This is an optimization exercise on Yosys and OpenROAD, whose aim is small area, a short achievable clock period and few clock cycles per item, not a production implementation. The RTL was checked by simulation tests, not by an equivalence proof against the original design.

v38:
==> flow/design.v (excerpt) <==
module ram_sp_rsp #(
  parameter int AW    = 9,
  parameter int DW    = 8,
  parameter int DEPTH = 384,
  parameter int CW    = 16,
  parameter int RQ    = 5,     
  parameter int K     = 4,     
  parameter int NP    = 8      
) (
  input  logic          clk,
  input  logic          reset,
  input  logic          req_valid,
  output logic          req_ready,
  input  logic          req_we,
  input  logic          req_oe,
  input  logic [AW-1:0] req_addr,
  input  logic [DW-1:0] req_wdata,
  output logic          rsp_valid,
  input  logic          rsp_ready,
  output logic [DW-1:0] rsp_rdata,
  output logic          rsp_err,
  output logic [CW-1:0] wr_cnt,
  output logic [CW-1:0] rd_cnt
);
Size in the first run: roughly 7900 cells after synthesis, about 3600 flip-flops, roughly 66 I/O pins, roughly 110000 sq um of cells after synthesis.
clock: 5.0 ns
lec_check: 0
abc_clock_period_in_ps: 2500
cap_margin: 20
core_margin: 2
core_utilization: 40
cts_buf_list: sky130_fd_sc_hd__clkbuf_16
cts_cluster_diameter: 80
cts_cluster_size: 24
setup_slack_margin: 2.5
slew_margin: 20
run.sh (not shown) runs the stock make flow with config.mk's settings and CLKGATE_MAP_FILE= SYNTH_SCRIPT=/design/flow/synth_recipe.tcl, a recipe that flattens the netlist after the stock synthesis.
Looking at the reports, v38 completed the entire flow and the layout it produced met the timing, design-rule and antenna checks.
Testbench counts of v38, summed over its fixed seeds: cycles 240,086, items 240,000.
diff inputs: v38 => v9
# v38
export LEC_CHECK = 0
export ABC_CLOCK_PERIOD_IN_PS = 2500
export CAP_MARGIN = 20
export CORE_MARGIN = 2
export CORE_UTILIZATION = 40
export CTS_BUF_LIST = sky130_fd_sc_hd__clkbuf_16
export CTS_CLUSTER_DIAMETER = 80
export CTS_CLUSTER_SIZE = 24
export SETUP_SLACK_MARGIN = 2.5
export SLEW_MARGIN = 20
create_clock -name core_clock -period 5.0 [get_ports {clk}]
# v9
export LEC_CHECK = 0
export ABC_CLOCK_PERIOD_IN_PS = 2500
export CAP_MARGIN = 20
export CORE_MARGIN = 2
export CORE_UTILIZATION = 35
export CTS_BUF_LIST = sky130_fd_sc_hd__clkbuf_16
export CTS_CLUSTER_DIAMETER = 80
export CTS_CLUSTER_SIZE = 24
export SETUP_SLACK_MARGIN = 2.5
export SLEW_MARGIN = 20
create_clock -name core_clock -period 5.0 [get_ports {clk}]
Notes after the runs:
Comparing v9 and v38, the lower initial core utilization was measured on v9.
Higher final period utilization was reported by v9, not v38.
v9 vs. v38: fraction of layout instances using a drive strength above 1 went down by 0.22 points.
> inputs changed (v9 -> v14)
# v9
export LEC_CHECK = 0
export ABC_CLOCK_PERIOD_IN_PS = 2500
export CAP_MARGIN = 20
export CORE_MARGIN = 2
export CORE_UTILIZATION = 35
export CTS_BUF_LIST = sky130_fd_sc_hd__clkbuf_16
export CTS_CLUSTER_DIAMETER = 80
export CTS_CLUSTER_SIZE = 24
export SETUP_SLACK_MARGIN = 2.5
export SLEW_MARGIN = 20
create_clock -name core_clock -period 5.0 [get_ports {clk}]
# v14
export LEC_CHECK = 0
export ABC_AREA = 1
export ABC_CLOCK_PERIOD_IN_PS = 2500
export CAP_MARGIN = 20
export CORE_MARGIN = 2
export CORE_UTILIZATION = 35
export CTS_BUF_LIST = sky130_fd_sc_hd__clkbuf_16
export CTS_CLUSTER_DIAMETER = 80
export CTS_CLUSTER_SIZE = 24
export SETUP_SLACK_MARGIN = 2.5
export SLEW_MARGIN = 20
create_clock -name core_clock -period 5.0 [get_ports {clk}]
Notes after the runs:
[compare] base=v9 new=v14: peak supply drop went down, global-route usage over all layers fell 2.2 points, worst-case setup slack after placement picked up an extra 0.27 ns.
[compare] base=v9 new=v14: clock skew -0.0061 ns, detailed-routing wirelength on met1 moved down, final worst-path setup slack -0.017 ns, register-to-register path setup slack lost 0.11 ns.
Lower fraction of final layout cells sized beyond drive strength 1 was reported by v14, not v9.
Delta (v14 minus v9): number of buffers outside the clock class in the layout -81; routed wire length -about 9%; final area ~0 delta.

static timing again, ports no longer ideal:
How much do the figures lean on ideal ports? The routed layouts below were timed once more, with nothing changed but the port constraints.
Step 1, drivers: a clkbuf_16 drives clk and a buf_2 each remaining input, both assumed.
Step 2 times the ports against the registers' clock, not the clock port: input delays grow and output delays shrink by t, the midpoint of the rising clock arrivals with the driver on.
Three values: no drivers, after step 1, after step 2; two values: the first two.
| run | t, ns | slack for setup (ns) | hold slack, ns | clock arrival spread, ns | worst data-port slew with drivers (ns) |
|---|---|---|---|---|---|
| v38 | 0.972 | 2.336 / 2.336 / 1.487 | 0.327 / 0.327 / 0.327 | 0.057 / 0.057 | 0.32 |
| v9 | 0.997 | 2.306 / 2.206 / 1.514 | 0.305 / 0.305 / 0.305 | 0.083 / 0.083 | 0.28 |
| v14 | 0.974 | 2.289 / 2.289 / 1.600 | 0.317 / 0.317 / 0.317 | 0.072 / 0.072 | 0.18 |
After both steps setup and hold are still met in every run listed. The setup slack of v38, which loses most, moves by 0.000 ns with the drivers and by -0.849 ns with both steps.
